Background: an optimization exercise with open tools, aiming at small area, a short achievable clock period and few clock cycles per item. Do not read the settings as production practice.
In this exercise RTL edits were held to simulation tests only and were not proved equivalent to the original.
No activity file was given, so power comes from the tool's default toggle rates.

==> flow/design.v <==
module hdc_multimodal_fuser #(
    parameter int NUM_MODALITIES  = 3,
    parameter int NUM_FOLDS       = 8,
    parameter int NUM_FOLDS_WIDTH = $clog2(NUM_FOLDS),
    parameter int FOLD_WIDTH      = 2000 / NUM_FOLDS
) (
    input  logic                       clk,
    input  logic                       rst,
    input  logic                       clear,
    input  logic                       hvin_valid,
    output logic                       hvin_ready,
    input  logic [FOLD_WIDTH-1:0]      hvin,
    output logic                       hvout_valid,
    input  logic                       hvout_ready,
    output logic [FOLD_WIDTH-1:0]      hvout,
    output logic [NUM_FOLDS_WIDTH-1:0] hvout_fold,
    output logic                       hvout_last
);
    localparam logic [NUM_FOLDS_WIDTH-1:0] LAST_FOLD = NUM_FOLDS_WIDTH'(NUM_FOLDS - 1);
    logic [1:0]                 mod_q;
    logic                       pend_q;
    logic [NUM_FOLDS_WIDTH-1:0] fold_q;
    logic [FOLD_WIDTH-1:0]      fold_a, fold_b;
    logic [FOLD_WIDTH-1:0]      maj_s, wr_s;
    logic                       acc_s, third_s, cap_s, dlv_s, en_a_s, en_b_s;
    assign maj_s = (fold_a & fold_b) | (fold_a & hvin) | (fold_b & hvin);
    assign wr_s  = mod_q[1] ? maj_s : hvin;
    assign hvin_ready  = ~pend_q;
    assign hvout_valid = mod_q[1] & (pend_q | hvin_valid);
    assign hvout       = maj_s;
    assign hvout_fold  = fold_q;
    assign hvout_last  = (fold_q == LAST_FOLD);
    assign acc_s   = hvin_valid & ~pend_q & ~clear;
    assign third_s = acc_s & mod_q[1];
    assign cap_s   = third_s & ~hvout_ready;
    assign dlv_s   = ~clear & mod_q[1] & (pend_q | hvin_valid) & hvout_ready;
    assign en_a_s  = (acc_s & (mod_q == 2'd0)) | cap_s;
    assign en_b_s  = (acc_s & (mod_q == 2'd1)) | cap_s;
    always_ff @(posedge clk or negedge rst) begin
        if (!rst) begin
            mod_q  <= 2'd0;
            pend_q <= 1'b0;
            fold_q <= '0;
        end else if (clear) begin
            mod_q  <= 2'd0;
            pend_q <= 1'b0;
            fold_q <= '0;
        end else begin
            if (dlv_s) begin
                mod_q  <= 2'd0;
                pend_q <= 1'b0;
                fold_q <= fold_q + NUM_FOLDS_WIDTH'(1);
            end else if (cap_s) begin
                pend_q <= 1'b1;
            end else if (acc_s) begin
                mod_q <= mod_q + 2'd1;
            end
        end
    end
    always_ff @(posedge clk) begin
        if (en_a_s) fold_a <= wr_s;
        if (en_b_s) fold_b <= wr_s;
    end
endmodule
==> flow/config.mk <==
export PLATFORM = sky130hd
export DESIGN_NAME = hdc_multimodal_fuser
export DESIGN_NICKNAME = hdc_multimodal_fuser
export VERILOG_FILES = /design/flow/design.v
export SDC_FILE = /design/flow/constraint.sdc
export NUM_CORES = 4
export LEC_CHECK = 0
export CAP_MARGIN = 20
export CORE_MARGIN = 2
export CORE_UTILIZATION = 40
export SLEW_MARGIN = 20
==> flow/constraint.sdc <==
create_clock -name core_clock -period 3.0 [get_ports {clk}]
set_input_delay 0.6000 -clock core_clock [delete_from_list [all_inputs] [get_ports {clk}]]
set_output_delay 0.6000 -clock core_clock [all_outputs]
set_load 0.01 [all_outputs]
standard.sh (not shown) runs the stock make flow with config.mk's settings and CLKGATE_MAP_FILE= SYNTH_SCRIPT=/design/flow/synth_recipe.tcl, a recipe that flattens the netlist after the stock synthesis.
==> flow/flow/run.sh <==
#!/bin/bash
set -euo pipefail
bash standard.sh "BUFFER_PORTS_ARGS=-buffer_cell sky130_fd_sc_hd__buf_2" finish > standard_flow.log 2>&1
Testbench counts at the start, summed over its fixed seeds: cycles 2,880, folds 960.
==> next run, changes <==
--- a/flow/design.v
+++ b/flow/design.v
@@ -19,24 +19,23 @@
     localparam logic [NUM_FOLDS_WIDTH-1:0] LAST_FOLD = NUM_FOLDS_WIDTH'(NUM_FOLDS - 1);
     logic [1:0]                 mod_q;
     logic                       pend_q;
     logic [NUM_FOLDS_WIDTH-1:0] fold_q;
-    logic [FOLD_WIDTH-1:0]      fold_a, fold_b;
-    logic [FOLD_WIDTH-1:0]      maj_s, wr_s;
-    logic                       acc_s, third_s, cap_s, dlv_s, en_a_s, en_b_s;
-    assign maj_s = (fold_a & fold_b) | (fold_a & hvin) | (fold_b & hvin);
-    assign wr_s  = mod_q[1] ? maj_s : hvin;
+    logic [FOLD_WIDTH-1:0]      vote_two, vote_one;
+    logic [FOLD_WIDTH-1:0]      in_s, res_s;
+    logic                       take_s, first_s, acc_s, cap_s, dlv_s;
+    assign take_s  = hvin_valid & ~pend_q;
+    assign first_s = take_s & (mod_q == 2'd0);
+    assign in_s    = hvin & {FOLD_WIDTH{take_s}};
+    assign res_s   = vote_two | (vote_one & in_s);
     assign hvin_ready  = ~pend_q;
     assign hvout_valid = mod_q[1] & (pend_q | hvin_valid);
-    assign hvout       = maj_s;
+    assign hvout       = res_s;
     assign hvout_fold  = fold_q;
     assign hvout_last  = (fold_q == LAST_FOLD);
-    assign acc_s   = hvin_valid & ~pend_q & ~clear;
-    assign third_s = acc_s & mod_q[1];
-    assign cap_s   = third_s & ~hvout_ready;
-    assign dlv_s   = ~clear & mod_q[1] & (pend_q | hvin_valid) & hvout_ready;
-    assign en_a_s  = (acc_s & (mod_q == 2'd0)) | cap_s;
-    assign en_b_s  = (acc_s & (mod_q == 2'd1)) | cap_s;
+    assign acc_s = take_s & ~clear;
+    assign cap_s = acc_s & mod_q[1] & ~hvout_ready;
+    assign dlv_s = ~clear & mod_q[1] & (pend_q | hvin_valid) & hvout_ready;
     always_ff @(posedge clk or negedge rst) begin
         if (!rst) begin
             mod_q  <= 2'd0;
             pend_q <= 1'b0;
@@ -57,8 +56,8 @@
             end
         end
     end
     always_ff @(posedge clk) begin
-        if (en_a_s) fold_a <= wr_s;
-        if (en_b_s) fold_b <= wr_s;
+        vote_two <= res_s & {FOLD_WIDTH{~first_s}};
+        vote_one <= (vote_one & {FOLD_WIDTH{~first_s}}) | in_s;
     end
 endmodule
Design area drops by 17%.
Routed wire length drops by 9.1%.
Global-route usage climbs by 1.7 points.
Combinational power climbs by 110%.
Setup slack loses 0.50 ns.
Cell count climbs by 4.2%.
Total power climbs by 20%.
Sequential power climbs by 3.1%.
Non-clock buffer count climbs by 2.
Clock skew climbs by 0.0082 ns.
Clock power climbs by 12%.
Core utilization climbs by 1.2 points.
Testbench counts after the change, summed over its fixed seeds: cycles 2,880, folds 960.

## static timing again, ports no longer ideal
In the flow no input, the clock included, has a driving cell. The finished layouts below were timed again as built, in two steps. Step 1, drivers: a clkbuf_16 drives clk and a buf_2 each remaining input, both assumed. Step 2 times the ports against the registers' clock, not the clock port: input delays grow and output delays shrink by t, the midpoint of the rising clock arrivals with the driver on. Slacks: ideal ports / drivers / drivers and shift; pairs: ideal ports / drivers.
run	shift t [ns]	setup slack, ns	worst setup path at the end	clock arrival spread, ns
the first run	0.632	0.717 / 0.717 / 0.674	input to register	0.014 / 0.014
the second run	0.623	0.221 / 0.168 / 0.469	input to output	0.020 / 0.020
After both steps setup and hold are still met in every run listed. For the first run, which loses most, drivers alone change the setup slack by 0.000 ns; drivers and shift together by -0.043 ns.
